What follows belongs to an exercise in optimizing a design on an open flow for small area and a short achievable clock period; a production flow would make more cautious choices. RTL that was checked went through simulation tests only; none was proved equivalent to the original.

the reference run:
// enigmaMachine
module enigmaMachine (
    input  logic                load,
    input  logic                reset,
    input  logic                keyValid,
    input  logic                setPositions,
    input  enigmaPkg::asciiChar keyChar,
    input  enigmaPkg::rotorPos  startPosition1,
    input  enigmaPkg::rotorPos  startPosition2,
    input  enigmaPkg::rotorPos  startPosition3,
    output logic                outValid,
    output enigmaPkg::asciiChar outChar
);
==> flow/config.mk <==
export PLATFORM = sky130hd
export DESIGN_NAME = enigmaMachine
export DESIGN_NICKNAME = enigmaMachine
export VERILOG_FILES = /design/flow/design.v
export SDC_FILE = /design/flow/constraint.sdc
export NUM_CORES = 4
export LEC_CHECK = 0
export ABC_AREA = 1
export CAP_MARGIN = 20
export CORE_MARGIN = 2
export CORE_UTILIZATION = 20
export SLEW_MARGIN = 20
==> flow/constraint.sdc <==
create_clock -name core_clock -period 30.0 [get_ports {load}]
set_input_delay 6.0000 -clock core_clock [delete_from_list [all_inputs] [get_ports {load}]]
set_output_delay 6.0000 -clock core_clock [all_outputs]
set_load 0.01 [all_outputs]
standard.sh (not shown) runs the stock make flow with config.mk's settings and CLKGATE_MAP_FILE= SYNTH_SCRIPT=/design/flow/synth_recipe.tcl, a recipe that flattens the netlist after the stock synthesis.
==> flow/flow/run.sh <==
#!/bin/bash
# Standard layout with these changes:
#  * synthesis: no ADDER_MAP_FILE, so Yosys extracts no half/full adder cells and ABC can
#    restructure the modulo-26 adders;
#  * synthesis: ABC maps with flow/abc_area_resyn.script (the ORFS area script preceded by
#    two rounds of AIG rewriting);
#  * placement: every port still gets its buffer, but as buf_2 (BUFFER_PORTS_ARGS) rather
#    than the slow delay-cell buffer the default choice ends up with.
# The synthesis script is synth_recipe.tcl with ORFS's synth.tcl inlined and only
# its abc call changed, so registers are mapped and named exactly as in the
# standard synthesis.  Each tool's log stays under orfs/logs; make's output is
# in make.log.
set -euo pipefail
here=$(pwd)
abc_script=$here/flow/abc_area_resyn.script
{
  head -n 1 synth_recipe.tcl
  sed "s|log_cmd abc {\*}\$abc_args|log_cmd abc -script $abc_script {*}[lrange \$abc_args 2 end]|" \
      "$FLOW_HOME/scripts/synth.tcl"
  tail -n +3 synth_recipe.tcl
} > synth_custom.tcl
grep -q "abc -script $abc_script" synth_custom.tcl
bash standard.sh BUFFER_PORTS_ARGS="-buffer_cell sky130_fd_sc_hd__buf_2" ADDER_MAP_FILE= SYNTH_SCRIPT="$here/synth_custom.tcl" finish > make.log 2>&1
==> flow/flow/abc_area_resyn.script <==
strash
balance; rewrite; refactor; balance; rewrite; rewrite -z; balance; refactor -z; rewrite -z; balance
balance; rewrite; refactor; balance; rewrite; rewrite -z; balance; refactor -z; rewrite -z; balance
dch
map -B 0.9
topo
stime -c
buffer -c
upsize -c
dnsize -c
What the trial run does differently from the reference run at the input level:
diff --git a/flow/design.v b/flow/design.v
--- a/flow/design.v
+++ b/flow/design.v
@@ -190,30 +190,25 @@
             5'd24: lutRefl = 5'd2;
             5'd25: lutRefl = 5'd13;
             5'd26: lutRefl = 5'd22;
             5'd27: lutRefl = 5'd20;
             5'd28: lutRefl = 5'd24;
             5'd29: lutRefl = 5'd9;
             5'd30: lutRefl = 5'd14;
             5'd31: lutRefl = 5'd16;
             default: lutRefl = 5'd0;
         endcase
     endfunction
+    localparam logic [159:0] lutR3Tab = {5'd15, 5'd12, 5'd0, 5'd25, 5'd1, 5'd13, 5'd24, 5'd17, 5'd11, 5'd2, 5'd20, 5'd14, 5'd8, 5'd9, 5'd23, 5'd6, 5'd7, 5'd18, 5'd19, 5'd10, 5'd4, 5'd21, 5'd16, 5'd5, 5'd3, 5'd22, 5'd15, 5'd12, 5'd0, 5'd25, 5'd1, 5'd13};
     function automatic logic [4:0] lutR3(input logic [4:0] v);
-        logic [31:0] hot;
-        hot = 32'd1 << v;
-        lutR3[0] = |(hot & 32'h9d86a5a7);
-        lutR3[1] = |(hot & 32'h80d3f0e0);
-        lutR3[2] = |(hot & 32'hc4338d71);
-        lutR3[3] = |(hot & 32'hd69c1035);
-        lutR3[4] = |(hot & 32'h13226644);
+        lutR3 = lutR3Tab[5 * v +: 5];
     endfunction
     function automatic logic [4:0] lutR2(input logic [4:0] v);
         case (v)
             5'd0: lutR2 = 5'd13;
             5'd1: lutR2 = 5'd19;
             5'd2: lutR2 = 5'd2;
             5'd3: lutR2 = 5'd8;
             5'd4: lutR2 = 5'd15;
             5'd5: lutR2 = 5'd18;
             5'd6: lutR2 = 5'd22;
             5'd7: lutR2 = 5'd12;
==> comparison <==
On detailed-route via count, the reference run tracks the trial run almost exactly.
Largest net degree at the start of global routing (the trial run over the reference run): decrease, 1
Between the reference run and the trial run, final wirelength is lower for the reference run, the trial run comes in above that.
Of the reference run and the trial run, the run reporting the lower number of clock buffer instances in the layout was the reference run.
The run showing the smaller final critical delay including setup and external delays is the trial run.
No run of this note included a check of the RTL's function; only the layout flow was run.

---

== main ==
enigmaMachine, a different RTL version from the one above (not shown whole).
Size: about 1200 cells after synthesis, about 45 flip-flops, ~36 I/O pins, ~7000 µm² of cells after synthesis.
// enigmaMachine
module enigmaMachine (
    input  logic                load,
    input  logic                reset,
    input  logic                keyValid,
    input  logic                setPositions,
    input  enigmaPkg::asciiChar keyChar,
    input  enigmaPkg::rotorPos  startPosition1,
    input  enigmaPkg::rotorPos  startPosition2,
    input  enigmaPkg::rotorPos  startPosition3,
    output logic                outValid,
    output enigmaPkg::asciiChar outChar
);
    function automatic logic [4:0] lutPlugIn(input logic [4:0] v);
        case (v)
            5'd1: lutPlugIn = 5'd20;
            5'd2: lutPlugIn = 5'd22;
            5'd3: lutPlugIn = 5'd24;
            5'd4: lutPlugIn = 5'd6;
            5'd5: lutPlugIn = 5'd0;
            5'd6: lutPlugIn = 5'd3;
            5'd7: lutPlugIn = 5'd5;
            5'd8: lutPlugIn = 5'd15;
            5'd9: lutPlugIn = 5'd21;
            5'd10: lutPlugIn = 5'd25;
            5'd11: lutPlugIn = 5'd1;
            5'd12: lutPlugIn = 5'd4;
            5'd13: lutPlugIn = 5'd2;
            5'd14: lutPlugIn = 5'd10;
            5'd15: lutPlugIn = 5'd12;
            5'd16: lutPlugIn = 5'd19;
            5'd17: lutPlugIn = 5'd7;
            5'd18: lutPlugIn = 5'd23;
            5'd19: lutPlugIn = 5'd18;
            5'd20: lutPlugIn = 5'd11;
            5'd21: lutPlugIn = 5'd17;
            5'd22: lutPlugIn = 5'd8;
            5'd23: lutPlugIn = 5'd13;
            5'd24: lutPlugIn = 5'd16;
            5'd25: lutPlugIn = 5'd14;
            5'd26: lutPlugIn = 5'd9;
            default: lutPlugIn = 5'd0;
        endcase
    endfunction
    function automatic logic [4:0] lutR1Inv(input logic [4:0] v);
        case (v)
            5'd0: lutR1Inv = 5'd4;
            5'd1: lutR1Inv = 5'd25;
            5'd2: lutR1Inv = 5'd5;
            5'd3: lutR1Inv = 5'd13;
            5'd4: lutR1Inv = 5'd18;
            5'd5: lutR1Inv = 5'd21;
            5'd6: lutR1Inv = 5'd20;
            5'd7: lutR1Inv = 5'd0;
            5'd8: lutR1Inv = 5'd17;
            5'd9: lutR1Inv = 5'd10;
            5'd10: lutR1Inv = 5'd19;
            5'd11: lutR1Inv = 5'd16;
  ...
export LEC_CHECK = 0
export ABC_AREA = 1
export CAP_MARGIN = 20
export CORE_MARGIN = 2
export CORE_UTILIZATION = 20
export SLEW_MARGIN = 20
create_clock -name core_clock -period 30.0 [get_ports {load}]
Scripts as last shown in full above: flow/flow/run.sh, flow/flow/abc_area_resyn.script
The following lists how the feature branch was set up differently from main:
--- a/flow/design.v
+++ b/flow/design.v
@@ -191,56 +191,23 @@
             5'd25: lutRefl = 5'd19;
             5'd26: lutRefl = 5'd24;
             5'd27: lutRefl = 5'd17;
             5'd28: lutRefl = 5'd20;
             5'd29: lutRefl = 5'd7;
             5'd30: lutRefl = 5'd16;
             5'd31: lutRefl = 5'd18;
             default: lutRefl = 5'd0;
         endcase
     endfunction
+    localparam logic [159:0] lutR3Tab = {5'd2, 5'd15, 5'd1, 5'd6, 5'd0, 5'd19, 5'd12, 5'd14, 5'd10, 5'd17, 5'd11, 5'd22, 5'd9, 5'd23, 5'd8, 5'd24, 5'd7, 5'd25, 5'd13, 5'd21, 5'd5, 5'd20, 5'd4, 5'd16, 5'd3, 5'd18, 5'd2, 5'd15, 5'd1, 5'd6, 5'd0, 5'd19};
     function automatic logic [4:0] lutR3(input logic [4:0] v);
-        case (v)
-            5'd0: lutR3 = 5'd19;
-            5'd1: lutR3 = 5'd0;
-            5'd2: lutR3 = 5'd6;
-            5'd3: lutR3 = 5'd1;
-            5'd4: lutR3 = 5'd15;
-            5'd5: lutR3 = 5'd2;
-            5'd6: lutR3 = 5'd18;
-            5'd7: lutR3 = 5'd3;
-            5'd8: lutR3 = 5'd16;
-            5'd9: lutR3 = 5'd4;
-            5'd10: lutR3 = 5'd20;
-            5'd11: lutR3 = 5'd5;
-            5'd12: lutR3 = 5'd21;
-            5'd13: lutR3 = 5'd13;
-            5'd14: lutR3 = 5'd25;
-            5'd15: lutR3 = 5'd7;
-            5'd16: lutR3 = 5'd24;
-            5'd17: lutR3 = 5'd8;
-            5'd18: lutR3 = 5'd23;
-            5'd19: lutR3 = 5'd9;
-            5'd20: lutR3 = 5'd22;
-            5'd21: lutR3 = 5'd11;
-            5'd22: lutR3 = 5'd17;
-            5'd23: lutR3 = 5'd10;
-            5'd24: lutR3 = 5'd14;
-            5'd25: lutR3 = 5'd12;
-            5'd26: lutR3 = 5'd19;
-            5'd27: lutR3 = 5'd0;
-            5'd28: lutR3 = 5'd6;
-            5'd29: lutR3 = 5'd1;
-            5'd30: lutR3 = 5'd15;
-            5'd31: lutR3 = 5'd2;
-            default: lutR3 = 5'd0;
-        endcase
+        lutR3 = lutR3Tab[5 * v +: 5];
     endfunction
     function automatic logic [4:0] lutR2(input logic [4:0] v);
         case (v)
             5'd0: lutR2 = 5'd19;
             5'd1: lutR2 = 5'd4;
             5'd2: lutR2 = 5'd7;
             5'd3: lutR2 = 5'd6;
             5'd4: lutR2 = 5'd12;
             5'd5: lutR2 = 5'd17;
             5'd6: lutR2 = 5'd8;
@@ -355,20 +322,27 @@
         end
         addBits[5] = c;
     endfunction
     function automatic logic [4:0] addOff(input logic [4:0] a, input logic [4:0] b);
         logic [5:0] s;
         logic [5:0] t;
         s = addBits(a, b, 1'b0);
         t = addBits(s[4:0], {2'b00, s[5], s[5], 1'b0}, 1'b0);
         addOff = t[4:0];
     endfunction
+    function automatic logic [4:0] subOff(input logic [4:0] a, input logic [4:0] b);
+        logic [5:0] s;
+        logic [5:0] t;
+        s = addBits(a, ~b, 1'b1);
+        t = addBits(s[4:0], {~s[5], ~s[5], 1'b0, ~s[5], 1'b0}, 1'b0);
+        subOff = t[4:0];
+    endfunction
     function automatic logic [4:0] sub26(input logic [4:0] a, input logic [4:0] b);
         logic [5:0] s;
         logic [5:0] t;
         s = addBits(a, ~b, 1'b1);
         t = addBits(s[4:0], 5'd26, 1'b0);
         sub26 = s[5] ? s[4:0] : t[4:0];
     endfunction
     function automatic logic [4:0] neg26(input logic [4:0] b);
         logic [5:0] s;
         s = addBits(5'd26, ~b, 1'b1);
@@ -390,52 +364,50 @@
     assign keyAccepted = keyValid && !setPositions;
     assign step1       = keyAccepted && isLetter;
     assign carry1      = step1 && (p1 == LAST);
     assign carry2      = carry1 && (p2 == LAST);
     assign d12 = sub26(p1, p2);
     assign d23 = sub26(p2, p3);
     logic [4:0] s0, s1, s2, s3, s4, s5, s6, s7;
     logic [4:0] cipherIdx;
     logic [7:0] held;
     logic       heldLetter;
-    logic [4:0] heldOff4;
     logic [4:0] heldOff5;
     logic [4:0] heldOff6;
     logic [4:0] heldOff7;
-    assign s0 = addOff(lutPlugIn(keyChar[4:0]), neg26(p1));
+    assign s0 = subOff(lutPlugIn(keyChar[4:0]), p1);
     assign s1 = addOff(lutR1Inv(s0), d12);
     assign s2 = addOff(lutR2Inv(s1), d23);
     assign s3 = addOff(lutR3Inv(s2), p3);
+    assign s4 = subOff(lutRefl(s3), p3);
     always_ff @(posedge load) begin
         if (reset) begin
             outValid   <= 1'b0;
             held       <= '0;
             heldLetter <= 1'b0;
         end else begin
             outValid <= keyAccepted;
             if (keyAccepted) begin
-                held       <= isLetter ? {3'b000, lutRefl(s3)} : keyChar;
+                held       <= isLetter ? {3'b000, s4} : keyChar;
                 heldLetter <= isLetter;
             end
         end
     end
     always_ff @(posedge load) begin
         if (step1) begin
-            heldOff4 <= neg26(p3);
-            heldOff5 <= neg26(d23);
-            heldOff6 <= neg26(d12);
+            heldOff5 <= d23;
+            heldOff6 <= d12;
             heldOff7 <= p1;
         end
     end
-    assign s4 = addOff(held[4:0], heldOff4);
-    assign s5 = addOff(lutR3(s4), heldOff5);
-    assign s6 = addOff(lutR2(s5), heldOff6);
+    assign s5 = subOff(lutR3(held[4:0]), heldOff5);
+    assign s6 = subOff(lutR2(s5), heldOff6);
     assign s7 = addOff(lutR1(s6), heldOff7);
     assign cipherIdx = lutPlugOut(s7);
     assign outChar = heldLetter ? {3'b010, cipherIdx} : held;
     always_ff @(posedge load) begin
         if (reset) begin
             p1 <= '0;
             p2 <= '0;
             p3 <= '0;
         end else if (setPositions) begin
             p1 <= wrap26(startPosition1);
Notes after the runs:
- Average detailed-routed wire length per instance: the feature branch > main
- The feature branch vs main on utilization: the feature branch is the higher one.
- The lower register bit total from synthesis of the feature branch and main is in the feature branch.
- main and the feature branch ended up with roughly the same clock skew.
- Fraction of area in non-clock buffers, the feature branch and main, lower one = main.
- Post-route minimum period (higher): the feature branch
- Timing endpoint of the critical path: outChar[2] -> main, outChar[3] -> the feature branch
- The overall fraction of global-route tracks in use reported for the feature branch is greater than that of main by 0.55 points.
- Compared to main, the number of flip-flops in the feature branch is lower.
- main and the feature branch ended up with roughly the same source-to-sink clock delay at the later pin of the worst-skew pair.
- Sort the feature branch and main by post-detailed-placement half-perimeter wirelength, ascending, and the feature branch comes first.
- Taking main as 1.0, the feature branch lands at 0.939 on maximum frequency.
Function not checked in the feature branch: the RTL went through the layout flow alone.

[port drivers added, routing unchanged]
In the flow no input, the clock included, has a driving cell. The finished layouts below were timed again as built, in two steps.
Step 1, drivers: a clkbuf_16 drives load and a buf_2 each remaining input, both assumed.
Step 2 moves the port delays by t, midway between the first and last clock arrival at a register: inputs arrive t later, outputs are due t later. That takes back most of the time a late clock gives input paths.
a / b / c = ideal / step 1 / step 2; a / b = the first two.
run	t (ns)	setup slack, ns	latest minus earliest clock arrival (ns)
the reference run	0.318	16.099 / 16.061 / 16.379	0.009 / 0.009
the trial run	0.315	16.519 / 16.484 / 16.798	0.008 / 0.009
main	0.320	16.822 / 16.788 / 17.107	0.011 / 0.011
the feature branch	0.337	15.960 / 15.916 / 16.253	0.012 / 0.012
After both steps every run listed still meets setup and hold.
